From an optimization exercise on the open Yosys and OpenROAD flow, aimed at small area, a short achievable clock period and few clock cycles per item; shortcuts taken in it are not production practice.
In this exercise RTL edits were held to simulation tests only and were not proved equivalent to the original.
Power and IR drop assume default switching activity.

## bitmap_block_allocator_core
module bitmap_block_allocator_core #(
    parameter int NUM_BLOCKS = 1024
) (
    input  logic                           clk,
    input  logic                           rst_n,
    input  logic                           req_valid,
    output logic                           req_ready,
    input  logic                           req_type,
    input  logic [9:0]                     req_block_number,
    output logic                           res_valid,
    input  logic                           res_ready,
    output logic [1:0]                     res_status,
    output logic [9:0]                     res_allocated_block,
    input  logic                           psel,
    input  logic                           penable,
    input  logic                           pwrite,
    input  logic [2:0]                     paddr,
    input  logic [31:0]                    pwdata,
    output logic [31:0]                    prdata,
    output logic                           pready
);
For scale: about 1100 flip-flops.
Settings: LEC_CHECK=0, CAP_MARGIN=20, CORE_MARGIN=2, CORE_UTILIZATION=60, SETUP_SLACK_MARGIN=5, SLEW_MARGIN=20; clock period 9.0 ns.
run.sh (not shown) runs the stock make flow with config.mk's settings and CLKGATE_MAP_FILE= SYNTH_SCRIPT=/design/flow/synth_recipe.tcl, a recipe that flattens the netlist after the stock synthesis.
Testbench counts at the start, summed over its fixed seeds: cycles 16,168, items 16,152.
Edit:
--- a/flow/design.v
+++ b/flow/design.v
@@ -45,37 +45,12 @@
         begin
             rd_data = rd_data | (mem_q[w] & {MARK_W{rd_sel[w]}});
         end
     end
     assign full = full_reg;
 endmodule
-module bba_prefix_or #(
-    parameter int N = 32,
-    parameter int L = 5
-) (
-    input  logic [N-1:0] x,
-    output logic [N-1:0] y
-);
-    logic [N-1:0] p [L+1];
-    assign p[0] = x;
-    for (genvar l = 0; l < L; l++)
-    begin : g_level
-        for (genvar i = 0; i < N; i++)
-        begin : g_bit
-            if ((i >> l) & 1)
-            begin : g_or
-                assign p[l + 1][i] = p[l][i] | p[l][((i >> l) << l) - 1];
-            end
-            else
-            begin : g_pass
-                assign p[l + 1][i] = p[l][i];
-            end
-        end
-    end
-    assign y = p[L];
-endmodule
 import bba_pkg::*;
 module bitmap_block_allocator_core #(
     parameter int NUM_BLOCKS = 1024
 ) (
     input  logic                           clk,
     input  logic                           rst_n,
@@ -121,13 +96,12 @@
         for (int b = 0; b < MARK_W; b++)
             tail_mask[b] = (POS_W'(b) < limit[POS_W-1:0]);
     end
     logic                r_vld, r_vld_next;
     logic                r_type, r_type_next;
     logic [BLOCK_W-1:0]  r_blk, r_blk_next;
-    logic                r_fok, r_fok_next;
     logic                q0_vld, q1_vld;
     logic [11:0]         q0_data, q1_data;
     logic                accept, proc, pop;
     logic [11:0]         res_new;
     assign req_ready = !r_vld || !q1_vld;
     assign accept = req_valid && req_ready;
@@ -141,13 +115,12 @@
         else
             clr <= 1'b0;
     end
     assign r_vld_next = accept || (r_vld && !proc);
     assign r_type_next = accept ? req_type : r_type;
     assign r_blk_next = accept ? req_block_number : r_blk;
-    assign r_fok_next = accept ? (COUNT_W'(req_block_number) < limit) : r_fok;
     always_ff @(posedge clk or negedge rst_n)
     begin
         if (!rst_n)
         begin
             r_vld <= 1'b0;
             q0_vld <= 1'b0;
@@ -169,13 +142,12 @@
         end
     end
     always_ff @(posedge clk)
     begin
         r_type <= r_type_next;
         r_blk <= r_blk_next;
-        r_fok <= r_fok_next;
         if (pop)
         begin
             q0_data <= q1_vld ? q1_data : res_new;
             q1_data <= res_new;
         end
         else if (proc)
@@ -205,13 +177,13 @@
     assign r_alloc = r_vld && (r_type == REQ_ALLOC);
     assign r_free = r_vld && (r_type == REQ_FREE);
     assign p_alloc = proc && (r_type == REQ_ALLOC);
     assign p_free = proc && (r_type == REQ_FREE);
     assign f_word = r_blk[BLOCK_W-1:POS_W];
     assign f_bit = MARK_W'(1) << r_blk[POS_W-1:0];
-    assign f_ok = r_fok;
+    assign f_ok = (COUNT_W'(r_blk) < limit);
     logic [MARK_W-1:0]  raw_free;
     logic [MARK_W-1:0]  lower_free;
     logic [MARK_W-1:0]  pick;
     logic [POS_W-1:0]   pick_pos;
     logic               found;
     logic               two_free;
@@ -219,18 +191,18 @@
     logic [MARK_W-1:0]  allowed;
     logic [MARK_W-1:0]  take;
     assign cpart = ({1'b0, cw} == limit[COUNT_W-1:POS_W]);
     assign allowed = (cpart ? tail_mask : '1) & {MARK_W{cv}};
     assign raw_free = ~mem_rd_data;
     assign found = |(raw_free & allowed);
-    logic [MARK_W-1:0]  any_free_upto;
-    bba_prefix_or #(.N(MARK_W), .L(POS_W)) u_pre_free (
-        .x (raw_free),
-        .y (any_free_upto)
-    );
-    assign lower_free = {any_free_upto[MARK_W-2:0], 1'b0};
+    always_comb
+    begin
+        lower_free[0] = 1'b0;
+        for (int i = 1; i < MARK_W; i++)
+            lower_free[i] = lower_free[i - 1] | raw_free[i - 1];
+    end
     assign pick = raw_free & ~lower_free;
     assign take = pick & allowed;
     logic [MARK_W-1:0]  t_any [POS_W+1];
     logic [MARK_W-1:0]  t_two [POS_W+1];
     always_comb
     begin
@@ -258,24 +230,23 @@
             if (pick[i])
                 pick_pos = pick_pos | POS_W'(i);
         end
     end
     logic [WORDS-1:0]   avail;
     logic [WORDS-1:0]   lower_avail;
-    logic [WORDS-1:0]   any_avail_upto;
-    assign avail = word_in_range & ~mem_full & ~(word_sel & {WORDS{r_alloc}});
-    bba_prefix_or #(.N(WORDS), .L(WORD_W)) u_pre_avail (
-        .x (avail),
-        .y (any_avail_upto)
-    );
     logic [WORDS-1:0]   next_oh;
     logic [WORD_W-1:0]  next_word;
     logic               next_any;
     always_comb
     begin
-        lower_avail = {any_avail_upto[WORDS-2:0], 1'b0};
+        avail = word_in_range & ~mem_full;
+        if (r_alloc)
+            avail[cw] = 1'b0;
+        lower_avail[0] = 1'b0;
+        for (int w = 1; w < WORDS; w++)
+            lower_avail[w] = lower_avail[w - 1] | avail[w - 1];
         next_oh = avail & ~lower_avail;
         next_word = '0;
         for (int w = 0; w < WORDS; w++)
         begin
             if (next_oh[w])
                 next_word = next_word | WORD_W'(w);
Result:
- global-route usage grows by 0.38 points
- synthesized area hardly moves
- final area grows by 3.8%
- first-iteration DRC count grows by 7.1%
- via count grows by 2.2%
- non-clock buffer count grows by 61
- core utilization grows by 2.8 points
- clock skew grows by 0.013 ns
- worst setup slack got worse by 0.10 ns
- sequential cell count shrinks by 1
- power grows by 22%
- hold slack improved by 0.013 ns
Testbench counts after the change, summed over its fixed seeds: cycles 16,168, items 16,152.

separate check: timing with driven ports:
The results above use ideal ports. As a check the final layouts listed here were re-extracted and re-timed, cells and wires unchanged. Step 1 (the two cells are an assumption about what drives the block):
set clk [get_ports {clk}]
set_driving_cell -lib_cell sky130_fd_sc_hd__clkbuf_16 $clk
set_driving_cell -lib_cell sky130_fd_sc_hd__buf_2 [delete_from_list [all_inputs] $clk]
Step 2 also shifts input and output timing later by t, the mid clock arrival at the registers, as if the neighbouring blocks saw the same clock. a / b / c = no drivers / after step 1 / after step 2; a / b = the first two.
| run | shift t [ns] | setup WS [ns] | worst setup path after step 2 |
|---|---|---|---|
| the first run | 0.761 | 4.994 / 4.949 / 4.554 | input to register |
| the second run | 0.768 | 4.891 / 4.891 / 4.472 | input to register |
After both steps setup and hold are still met in every run listed. The setup slack of the first run, which loses most, moves by -0.045 ns with the drivers and by -0.440 ns with both steps.
